From an optimization exercise on the open Yosys and OpenROAD flow, aimed at small area and a short achievable clock period; shortcuts taken in it are not production practice.
Only simulation tests tie the RTL to the original design; equivalence was not proved.

==> flow/design.v, too long to show whole: its modules and the start of the top module <==
// module musb_mult_accum: 1430 lines
// module musb_fa: 10 lines
// module musb_ha: 9 lines
// module musb_cpa: 961 lines
// module musb_nand2: 3 lines
// module musb_nor2: 3 lines
// module musb_xor2: 3 lines
// module musb_xnor2: 3 lines
// module musb_inv: 3 lines
// module musb_o21ai: 3 lines
// module musb_a21oi: 3 lines
module musb_mult_accum #(
  parameter int WIDTH = 32
) (
  input  logic                 clk,
  input  logic                 rst,
  input  logic [WIDTH-1:0]     input_a,
  input  logic [WIDTH-1:0]     input_b,
  input  logic [2*WIDTH-1:0]   accum_in,
  input  logic                 signed_operation,
  input  logic [1:0]           op,
  input  logic                 enable_op,
  input  logic                 stall,
  input  logic                 flush,
  output logic [2*WIDTH-1:0]   mult_result,
  output logic                 active,
  output logic                 ready
);
  // ...
==> flow/run.sh <==
#!/bin/bash
# synth_recipe.tcl (not shown) runs the flow's synth.tcl, then flattens the netlist and writes it again
# the make line also repeats each setting of config.mk as NAME=value (left out here)
make -C /OpenROAD-flow-scripts/flow DESIGN_CONFIG=/design/flow/config.mk WORK_HOME=/design/flow/orfs CLKGATE_MAP_FILE= SYNTH_SCRIPT=/design/flow/synth_recipe.tcl finish
==> flow/config.mk <==
export PLATFORM = sky130hd
export DESIGN_NAME = musb_mult_accum
export DESIGN_NICKNAME = musb_mult_accum
export VERILOG_FILES = /design/flow/design.v
export SDC_FILE = /design/flow/constraint.sdc
export NUM_CORES = 4
export LEC_CHECK = 0
export CAP_MARGIN = 20
export CORE_MARGIN = 2
export CORE_UTILIZATION = 40
export SLEW_MARGIN = 20
export SYNTH_HIERARCHICAL = 1
export SYNTH_MINIMUM_KEEP_SIZE = 0
==> flow/constraint.sdc <==
create_clock -name core_clock -period 8.0 [get_ports {clk}]
set_input_delay 1.6000 -clock core_clock [delete_from_list [all_inputs] [get_ports {clk}]]
set_output_delay 1.6000 -clock core_clock [all_outputs]
set_load 0.01 [all_outputs]
==> impl_metrics.sql, run 1 <==
INSERT INTO impl_metrics (metric_group, metric, value, unit) VALUES
('hold_path', 'hold_path_end', 'r2[6]$_DFFE_PP_', ''),
('timing', 'setup_viol_count_final', '0', ''),
('final_layout', 'fill_cells', '10340', ''),
('timing', 'totalNegativeSetupSlack', '0', 'ns'),
('worst_setup_path', 'critical_path_launch_point', 'r1_neg[16]$_DFFE_PP_', ''),
('worst_setup_path', 'setup.reg_to_reg.worst_slack', '4.09', 'ns'),
('cts', 'post-cts-setup-buffer-count', '0', ''),
('grt', 'grt_util_all_layers', '0.2599', ''),
('die', 'dieWidth', '339.1', 'um'),
('route', 'first_iter_violations', '3740', ''),
('place', 'post-dp-hpwl', '97410', 'um'),
('hold_path', 'number_of_cells_on_the_worst_hold_path', '0', ''),
('final_layout', 'count_of_non_filler_cells_in_the_finished_layout', '5279', ''),
('final_layout', 'layout_commonest_cell', 'sky130_fd_sc_hd__xnor2_1', ''),
('final_layout', 'multi_input_comb_area', '27580', 'sq um'),
('route', 'drt-total-wl', '151700', 'um'),
('grt', 'grt_use_met1', '0.3404', ''),
('run_status', 'outcome', 'finished clean', ''),
('grt', 'groute.layer.met2.usage', '0.3940', ''),
('grt', 'grt_max_degree', '153', ''),
('final_layout', 'antennaDiodeCount', '1', ''),
('yosys', 'synth.largest_area_cell', 'sky130_fd_sc_hd__edfxtp_1', ''),
('yosys', 'synth-simple-area-share', '0.05036', ''),
('die', 'floorplan.io_pins', '202', ''),
('route', 'wirelength_met1', '59000', 'um'),
('cts', 'cts.repair.resized', '0', ''),
('worst_setup_path', 'rr_startpoint', 'r1_neg[16]$_DFFE_PP_', '');
==> run 2, diff against run 1 <==
--- a/flow/config.mk
+++ b/flow/config.mk
@@ -8,6 +8,7 @@
 export CAP_MARGIN = 20
 export CORE_MARGIN = 2
 export CORE_UTILIZATION = 40
+export SETUP_SLACK_MARGIN = 4.8
 export SLEW_MARGIN = 20
 export SYNTH_HIERARCHICAL = 1
 export SYNTH_MINIMUM_KEEP_SIZE = 0
==> run 2 against run 1 <==
Synthesized cell count did not move. Area after synthesis unchanged. Die area did not move. Clock skew grew 0.011 ns. First-iteration DRC count is 9.7% higher. Critical path type unchanged. Largest cell class unchanged.
==> impl_metrics.sql, run 2 <==
INSERT INTO impl_metrics (metric_group, metric, value, unit) VALUES
('yosys', 'synth.largest_area_cell', 'sky130_fd_sc_hd__edfxtp_1', ''),
('worst_setup_path', 'rr_startpoint', 'r1_a[11]$_DFFE_PP_', ''),
('die', 'core.rowCount', '122', ''),
('timing', 'clock.fmax', '288.1', 'MHz'),
('cts', 'cts_htree_levels', '2', ''),
('yosys', 'post-synth-top-count-cell', 'sky130_fd_sc_hd__xnor2_1', ''),
('timing', 'whs', '0.4205', 'ns'),
('timing', 'finalHoldViolations', '0', ''),
('route', 'number_of_routed_nets_with_antenna_violations', '0', ''),
('grt', 'grt_util_all_layers', '0.2600', ''),
('die', 'core-area', '111000', 'sq um'),
('yosys', 'yosys_top_cell_area_share', '0.2941', ''),
('final_layout', 'multi_input_comb_area', '29700', 'sq um'),
('worst_setup_path', 'cp-start-kind', 'register', ''),
('timing', 'min_tclk_post_route', '3.471', 'ns'),
('timing', 'setup_viol_count_final', '0', ''),
('yosys', 'postSynth.asyncResetShare', '0.1339', ''),
('yosys', 'synth.distinct_cells', '26', ''),
('route', 'drt-total-wl', '158900', 'um'),
('yosys', 'synthCells', '3800', ''),
('worst_setup_path', 'critical_path_launch_point', 'r1_a[11]$_DFFE_PP_', ''),
('grt', 'groute.layer.met2.usage', '0.3851', ''),
('final_layout', 'fill_cells', '9811', ''),
('cts', 'cts-hold-fix-buffers', '0', ''),
('final_layout', 'largest_register_ff_count', '229', ''),
('grt', 'global_route_wire_length_before_repair', '221800', 'um'),
('final_layout', 'drive_above_1_share', '0.2552', ''),
('cts', 'ctsLongestPathBuffers', '3', ''),
('timing', 'finClkSkew', '0.04870', 'ns'),
('yosys', 'leading_cell_types_by_total_area_after_synthesis', 'sky130_fd_sc_hd__edfxtp_1 29%, sky130_fd_sc_hd__fa_1 24%, sky130_fd_sc_hd__xnor2_1 12%', ''),
('cts', 'clk_slew_on_worst_s_h_paths', '0.06', 'ns'),
('cts', 'cts_tree', 'yes', ''),
('place', 'post-dp-hpwl', '97340', 'um'),
('worst_setup_path', 'largest_fanout_on_the_critical_path', '33', ''),
('grt', 'grt_pass1_vias', '33230', ''),
('timing', 'unrepaired_setup_endpoints_after_global_routing', 'true', ''),
('die', 'die_area', '115000', 'sq um'),
('final_layout', 'registers.top_by_ff_count', 'r2', ''),
('grt', 'antenna_found_initial', '2', ''),
('final_layout', 'layout_commonest_cell', 'sky130_fd_sc_hd__xnor2_1', ''),
('grt', 'grt_remaining_overflow', '0', ''),
('worst_setup_path', 'cp_data_arrival_time', '3.89', 'ns'),
('route', 'first_iter_violations', '4101', ''),
('final_layout', 'sequential_cell_area', '14910', 'sq um'),
('final_layout', 'area_delta_synth_final', '19.76', '%'),
('timing', 'final.period_utilization', '0.4338', ''),
('cts', 'clockRootBuffer', 'sky130_fd_sc_hd__clkbuf_16', ''),
('grt', 'grt-busiest-layer', 'met2', ''),
('worst_setup_path', 'setup.reg_to_reg.worst_slack', '4.53', 'ns'),
('worst_setup_path', 'worst_setup_endpoint', 'r2[86]$_DFFE_PP_', ''),
('yosys', 'synth_seq_area_share', '0.3320', ''),
('hold_path', 'hold_class', 'reg2reg', ''),
('worst_setup_path', 'end_kind', 'register', ''),
('route', 'dr_total_vias', '32090', ''),
('yosys', 'top_ff_cell_synth', 'sky130_fd_sc_hd__edfxtp_1', ''),
('worst_setup_path', 'r2r_cells', '7', ''),
('yosys', 'edff_count_synth', '440', ''),
('timing', 'maxSlewViolCount', '0', ''),
('final_layout', 'fin_nets', '4598', ''),
('timing', 'fin_ws', '4.529', 'ns'),
('yosys', 'syn_avg_cell_area', '11.82', 'sq um'),
('yosys', 'synth.cell_area', '44920', 'sq um'),
('grt', 'grt_max_degree', '146', ''),
('worst_setup_path', 'reg2reg_to', 'r2[86]$_DFFE_PP_', ''),
('yosys', 'synthesis_warning_total', '7', ''),
('cts', 'cts_made_buffers', '60', ''),
('die', 'dieWidth', '339.1', 'um'),
('grt', 'grt_use_met1', '0.3418', ''),
('route', 'drc_errors', '0', ''),
('flow_run', 'drv.max_cap_violation_count', '0', ''),
('die', 'initial_core_util', '0.4048', ''),
('die', 'die-height', '339.1', 'um'),
('cts', 'worst_skew_pair.late_latency', '0.72', 'ns'),
('yosys', 'postSynthNetCount', '4543', ''),
('final_layout', 'layout_common_cells', '603 x sky130_fd_sc_hd__xnor2_1, 440 x sky130_fd_sc_hd__edfxtp_1, 392 x sky130_fd_sc_hd__a22oi_1', ''),
('route', 'dr.pass1.iters', '6', ''),
('worst_setup_path', 'timing_worst_setup_path_type', 'reg2reg', ''),
('timing', 'totalNegativeSetupSlack', '0', 'ns'),
('worst_setup_path', 'critPathRequiredTime', '8.42', 'ns'),
('cts', 'cts.sink_count', '508', ''),
('yosys', 'seq_cells_post_synth', '508', ''),
('place', 'dp_slack', '3.695', 'ns'),
('place', 'gp_routability_congestion', '0.8998', ''),
('timing', 'slew-limit-headroom', '0.3217', ''),
('place', 'numPortBuffers', '201', ''),
('run_status', 'outcome', 'finished clean', ''),
('route', 'drt-vias-per-instance', '5.948', ''),
('timing', 'worstMarginPinSlew', '1.017', 'ns'),
('die', 'floorplan.io_pins', '202', ''),
('grt', 'use_met3', '0.09365', ''),
('route', 'routedWlPerCell', '29.45', 'um'),
('yosys', 'synth_common_cells', '624 x sky130_fd_sc_hd__xnor2_1, 542 x sky130_fd_sc_hd__fa_1, 512 x sky130_fd_sc_hd__a22oi_1', '');
## run 2: changes by cell type in the layout (fill, tap and decap cells not counted), moves of 31 or more
cell	delta
sky130_fd_sc_hd__nor2_4	+31
sky130_fd_sc_hd__o21ai_2	+44
sky130_fd_sc_hd__a22oi_1	-120
sky130_fd_sc_hd__o21ai_1	-48
sky130_fd_sc_hd__dlygate4sd2_1	+65
sky130_fd_sc_hd__fa_2	+157
sky130_fd_sc_hd__nor2_1	-106
sky130_fd_sc_hd__a22oi_2	+120
sky130_fd_sc_hd__nor2_2	+76
sky130_fd_sc_hd__fa_1	-157
sky130_fd_sc_hd__clkdlybuf4s50_1	-66
sky130_fd_sc_hd__buf_12	+69
## run 2: through the flow
| stage | utilization | area [sq um] | std cells |
|---|---|---|---|
| 2_1_floorplan | - | 44940 | 3800 |
| 6_report | 0.4848 | 53800 | 5395 |
| 3_3_place_gp | 0.4269 | 47370 | 5170 |
| 3_5_place_dp | 0.4269 | 47370 | 5170 |
| 5_1_grt | 0.4847 | 53790 | 5394 |
| 4_1_cts | 0.4607 | 51130 | 5315 |
## run 2: per-module statistics from Yosys (local to each module, per instance)
| module | flip-flops and latches | copies in the design | cells |
|---|---|---|---|
| musb_xnor2 | 0 | 63 | 1 |
| musb_nand2 | 0 | 169 | 1 |
| musb_a21oi | 0 | 147 | 1 |
| musb_cpa | 0 | 1 | 64 |
| musb_fa | 0 | 542 | 1 |
| musb_o21ai | 0 | 168 | 1 |
| musb_ha | 0 | 64 | 1 |
| musb_inv | 0 | 63 | 1 |
| musb_xor2 | 0 | 64 | 1 |
| musb_nor2 | 0 | 209 | 1 |
| musb_mult_accum | 508 | 1 | 2247 |
## run 2: per-layer routing
layer / part of all wire / vias to the layer above
met2: 0.43 / 2478
li1: - / 13150
met4: 0.052 / 6
met5: 0.00084 / -
met3: 0.14 / 559
met1: 0.38 / 15900
## run 2: area by class of cell
class                      instances  share of cell area
antenna                            1          0.00004652
clock buffer                      68             0.02847
clock inverter                    45            0.008815
inverter                          65            0.004605
multi-input combinational       2815              0.5521
sequential                       508              0.2772
tap                             1488             0.03461
timing repair buffer             405             0.09408
## run 2: critical path: stages (launching register included)
cell and delay, ns:
sky130_fd_sc_hd__edfxtp_1 0.41, sky130_fd_sc_hd__buf_12 0.20, sky130_fd_sc_hd__a22oi_2 0.24, sky130_fd_sc_hd__xnor2_1 0.20, sky130_fd_sc_hd__fa_1 0.52, sky130_fd_sc_hd__fa_2 0.50, sky130_fd_sc_hd__fa_2 0.60, sky130_fd_sc_hd__fa_2 0.46
## run 2: logic make-up after synthesis
family	share of synthesized area
compound gates	0.1364
buf+inv	0.05412
flops	0.3320
fa+ha+maj	0.2597
mux	0.02103
xor+xnor	0.1464
simple gates	0.05036
## run 2: what timing repair did
| action | 4_1_cts | 5_1_grt |
|---|---|---|
| pin swaps | 50 | 142 |
| gates resized for setup | 443 | 428 |
| endpoints found under the setup margin | 621 | 175 |
| buffers inserted | 22 | 60 |
| gates cloned | 10 | 19 |
## run 2: worst min-delay path by stage
stage                   startpoint         endpoint  cells past startpoint
2_1_floorplan  r1_acc[0]$_DFFE_PP_  r2[1]$_DFFE_PP_                      0
3_3_place_gp   r1_acc[2]$_DFFE_PP_  r2[6]$_DFFE_PP_                      0
3_5_place_dp   r1_acc[2]$_DFFE_PP_  r2[6]$_DFFE_PP_                      0
4_1_cts        r1_acc[2]$_DFFE_PP_  r2[6]$_DFFE_PP_                      0
5_1_grt        r1_acc[2]$_DFFE_PP_  r2[6]$_DFFE_PP_                      0
6_report       r1_acc[2]$_DFFE_PP_  r2[6]$_DFFE_PP_                      0
==> run 3, diff against run 2 <==
--- a/flow/config.mk
+++ b/flow/config.mk
@@ -8,7 +8,7 @@
 export CAP_MARGIN = 20
 export CORE_MARGIN = 2
 export CORE_UTILIZATION = 40
-export SETUP_SLACK_MARGIN = 4.8
+export SETUP_SLACK_MARGIN = 4.5
 export SLEW_MARGIN = 20
 export SYNTH_HIERARCHICAL = 1
 export SYNTH_MINIMUM_KEEP_SIZE = 0
==> run 3 against run 2 <==
Core utilization is 3.6 points lower. Largest cell class unchanged. Count of clock-buffer cells in the layout rose by 15. Highest routed layer is now met4. Final area down 7.4%. Flip-flop and latch count is the same. Synthesized cell count unchanged. Setup slack worse by 0.0059 ns. Maximum frequency decreased by 0.17%. Critical path type unchanged. Worst hold slack better by 0.0060 ns.
==> impl_metrics.sql, run 3 <==
INSERT INTO impl_metrics (metric_group, metric, value, unit) VALUES
('run_status', 'outcome', 'finished clean', ''),
('timing', 'slew-limit-headroom', '0.3898', ''),
('route', 'detailroute.wirelength.met2', '65560', 'um'),
('die', 'initial_core_util', '0.4048', ''),
('route', 'first_iter_violations', '3661', ''),
('yosys', 'post-synth-top-count-cell', 'sky130_fd_sc_hd__xnor2_1', ''),
('place', 'dp.cells', '5169', ''),
('cts', 'worst_skew_pair.late_latency', '0.68', 'ns'),
('timing', 'unrepaired_setup_endpoints_after_global_routing', 'true', ''),
('final_layout', 'fin_nets', '4486', ''),
('timing', 'setup_viol_count_final', '0', ''),
('flow_run', 'drv.max_cap_violation_count', '0', ''),
('yosys', 'postSynthNetCount', '4543', ''),
('cts', 'cts_htree_levels', '2', ''),
('final_layout', 'count_of_non_filler_cells_in_the_finished_layout', '5280', ''),
('grt', 'grt_pass1_vias', '32850', ''),
('yosys', 'seq_cells_post_synth', '508', ''),
('yosys', 'yosys_top_cell_area_share', '0.2941', ''),
('die', 'floorplan.io_pins', '202', ''),
('die', 'core-area', '111000', 'sq um'),
('place', 'numPortBuffers', '201', ''),
('grt', 'global_route_wire_length_before_repair', '217900', 'um'),
('worst_setup_path', 'cp-start-kind', 'register', ''),
('worst_setup_path', 'timing.critical_path.cells', 'fa_1, fa_1, nor2_1, nor2_1, nand2_1, nor2_1, nand2_1, o21ai_2, a21oi_2, xnor2_1', ''),
('timing', 'worstMarginPinSlew', '0.9153', 'ns'),
('yosys', 'synth.distinct_cells', '26', ''),
('worst_setup_path', 'critPathRequiredTime', '8.43', 'ns'),
('timing', 'maxSlewViolCount', '0', ''),
('final_layout', 'layout_commonest_cell', 'sky130_fd_sc_hd__xnor2_1', ''),
('grt', 'antenna_found_initial', '1', ''),
('yosys', 'synth_common_cells', '624 x sky130_fd_sc_hd__xnor2_1, 542 x sky130_fd_sc_hd__fa_1, 512 x sky130_fd_sc_hd__a22oi_1', ''),
('timing', 'min_tclk_post_route', '3.477', 'ns'),
('final_layout', 'largest_register_ff_count', '229', ''),
('route', 'dr.pass1.iters', '6', ''),
('yosys', 'leading_cell_types_by_total_area_after_synthesis', 'sky130_fd_sc_hd__edfxtp_1 29%, sky130_fd_sc_hd__fa_1 24%, sky130_fd_sc_hd__xnor2_1 12%', ''),
('cts', 'ctsLongestPathBuffers', '3', ''),
('worst_setup_path', 'largest_fanout_on_the_critical_path', '3', ''),
('route', 'drt-vias-per-instance', '5.884', ''),
('die', 'core.rowCount', '122', ''),
('grt', 'grt_util_all_layers', '0.2559', ''),
('timing', 'clock.fmax', '287.6', 'MHz'),
('yosys', 'synthesis_warning_total', '7', ''),
('place', 'detailed_place.area', '47350', 'sq um'),
('worst_setup_path', 'cp_slowest_stage_delay', '0.67', 'ns'),
('timing', 'finalHoldViolations', '0', ''),
('final_layout', 'finalInstanceArea', '49810', 'sq um'),
('cts', 'cts.sink_count', '508', ''),
('worst_setup_path', 'end_kind', 'register', ''),
('yosys', 'top_ff_cell_synth', 'sky130_fd_sc_hd__edfxtp_1', ''),
('cts', 'post-cts-setup-buffer-count', '0', ''),
('yosys', 'postSynth.asyncResetShare', '0.1339', ''),
('route', 'number_of_routed_nets_with_antenna_violations', '0', ''),
('die', 'die_area', '115000', 'sq um'),
('cts', 'clockRootBuffer', 'sky130_fd_sc_hd__clkbuf_16', ''),
('route', 'top_layer_used', 'met4', ''),
('place', 'post-dp-hpwl', '96500', 'um'),
('cts', 'cts_made_buffers', '59', ''),
('place', 'gp_routability_congestion', '0.9316', ''),
('yosys', 'synth.largest_area_cell', 'sky130_fd_sc_hd__edfxtp_1', ''),
('final_layout', 'registers.top_by_ff_count', 'r2', ''),
('worst_setup_path', 'path_common_cell', 'sky130_fd_sc_hd__nor2_1', ''),
('hold_path', 'hold_class', 'reg2reg', ''),
('worst_setup_path', 'crit_path_top_delay_cell', 'sky130_fd_sc_hd__fa_1', ''),
('route', 'dr_total_vias', '31070', ''),
('final_layout', 'area_delta_synth_final', '10.88', '%'),
('yosys', 'syn_avg_cell_area', '11.82', 'sq um'),
('worst_setup_path', 'cp_data_arrival_time', '3.90', 'ns'),
('route', 'routedWlPerCell', '28.32', 'um'),
('grt', 'grt_remaining_overflow', '0', ''),
('final_layout', 'layout_common_cells', '624 x sky130_fd_sc_hd__xnor2_1, 537 x sky130_fd_sc_hd__fa_1, 512 x sky130_fd_sc_hd__a22oi_1', ''),
('timing', 'final.period_utilization', '0.4346', ''),
('yosys', 'synthCells', '3800', ''),
('final_layout', 'layout.core_utilization', '0.4488', ''),
('timing', 'finClkSkew', '0.01861', 'ns'),
('yosys', 'edff_count_synth', '440', ''),
('yosys', 'synth_seq_area_share', '0.3320', ''),
('worst_setup_path', 'timing_worst_setup_path_type', 'reg2reg', ''),
('route', 'drc_errors', '0', ''),
('grt', 'grt_max_degree', '163', ''),
('yosys', 'synth.cell_area', '44920', 'sq um'),
('route', 'wirelength_met1', '58180', 'um'),
('timing', 'totalNegativeSetupSlack', '0', 'ns'),
('die', 'dieWidth', '339.1', 'um'),
('cts', 'cts-hold-fix-buffers', '0', ''),
('final_layout', 'drive_above_1_share', '0.1126', ''),
('die', 'die-height', '339.1', 'um'),
('route', 'dr_wl_met3', '19470', 'um'),
('final_layout', 'antennaDiodeCount', '0', ''),
('cts', 'cts_tree', 'yes', ''),
('route', 'drt-total-wl', '149500', 'um'),
('cts', 'clk_slew_on_worst_s_h_paths', '0.06', 'ns');
## run 3: worst max-delay path, delay by kind of cell (launching register included)
kind / cells / cell delay [ns]
adder cells (fa/ha/maj): 2 / 1.17
AO/OA/AOI/OAI: 2 / 0.44
flip-flops: 1 / 0.40
XOR/XNOR: 1 / 0.14
AND/OR/NAND/NOR: 5 / 1.08
## run 3: layer usage
layer  vias to the layer above  track usage
met4                         0      0.09546
met3                       513      0.09584
li1                      12910            -
met1                     15480       0.3334
met5                         -    0.0008170
met2                      2171       0.3877
## run 3: layout make-up
cell class	count	area [sq um]
clock buffers	83	1669
clock inverters	27	354.1
fillers	10320	61170
inverters	65	244.0
multi-input cells	2815	27670
flip-flops and latches	508	14910
well taps	1488	1862
repair buffers	294	3094
## run 3: worst paths after layout
path                       slack (ns)                          end  cells after the start           startpoint
max                              4.52             r3[60]$_DFFE_PP_                     10     r2[90]$_DFFE_PP_
min                              0.43              r2[9]$_DFFE_PP_                      0  r1_acc[3]$_DFFE_PP_
max reg2reg                      4.52             r3[60]$_DFFE_PP_                     10     r2[90]$_DFFE_PP_
min reg2reg                      0.43              r2[9]$_DFFE_PP_                      0  r1_acc[3]$_DFFE_PP_
max in group asynchronous        5.94   mult_result[9]$_DFFE_PP0P_                      3                  rst
min in group asynchronous        1.48  mult_result[51]$_DFFE_PP0P_                      3                  rst
## run 3: per-stage QoR
step | worst slack, ns | hold WS, ns
after floorplan | 4.379 | 0.4003
after global placement | 3.809 | 0.4040
after detailed placement | 3.794 | 0.4142
after CTS | 4.499 | 0.4294
after global routing | 4.495 | 0.4361
final | 4.523 | 0.4265
## run 3: timing repair
action,in CTS,in global routing
setup endpoints to repair,19,365
pin swaps,0,1
gates resized for setup,17,117
gates cloned,0,1
## run 3: cell families (layout without fill, tap and decap cells)
kind of cell    Yosys count  after routing  synth area share
buf+inv                 478            469           0.05412
flops                   508            508            0.3320
simple gates            530            531           0.05036
xor+xnor                751            751            0.1464
compound gates          858            858            0.1364
fa+ha+maj               607            607            0.2597
mux                      68             68           0.02103
## run 3: per-module statistics from Yosys (local to each module, per instance)
module,cells,flip-flops and latches
musb_nand2,1,0
musb_ha,1,0
musb_fa,1,0
musb_nor2,1,0
musb_xnor2,1,0
musb_a21oi,1,0
musb_mult_accum,2247,508
musb_inv,1,0
musb_xor2,1,0
musb_o21ai,1,0
musb_cpa,64,0

==> separate check: timing with driven ports <==
In the flow no input, the clock included, has a driving cell. The finished layouts below were timed again as built, in two steps. Step 1 sets driving cells, clkbuf_16 on the clock port and buf_2 on the other inputs (assumed; they add their load-dependent delay and slew). Step 2 adds t to the input delays and takes it off the output delays; t is the mean of the earliest and latest rising clock arrival at the registers after step 1. Input paths then give back, and output paths get back, about the clock's delay inside the block. Three values: ideal, step 1, step 2; two values: the first two.
| run | t, ns | setup slack, ns | worst data-port slew with drivers (ns) | cell pins on the clock port's net |
|---|---|---|---|---|
| run 1 | 0.736 | 4.090 / 4.090 / 3.994 | 0.05 | 1 |
| run 2 | 0.767 | 4.529 / 4.529 / 4.153 | 0.06 | 1 |
| run 3 | 0.737 | 4.523 / 4.523 / 3.957 | 0.05 | 1 |
After both steps every run listed still meets setup and hold. The setup slack of run 3, which loses most, moves by 0.000 ns with the drivers and by -0.566 ns with both steps.
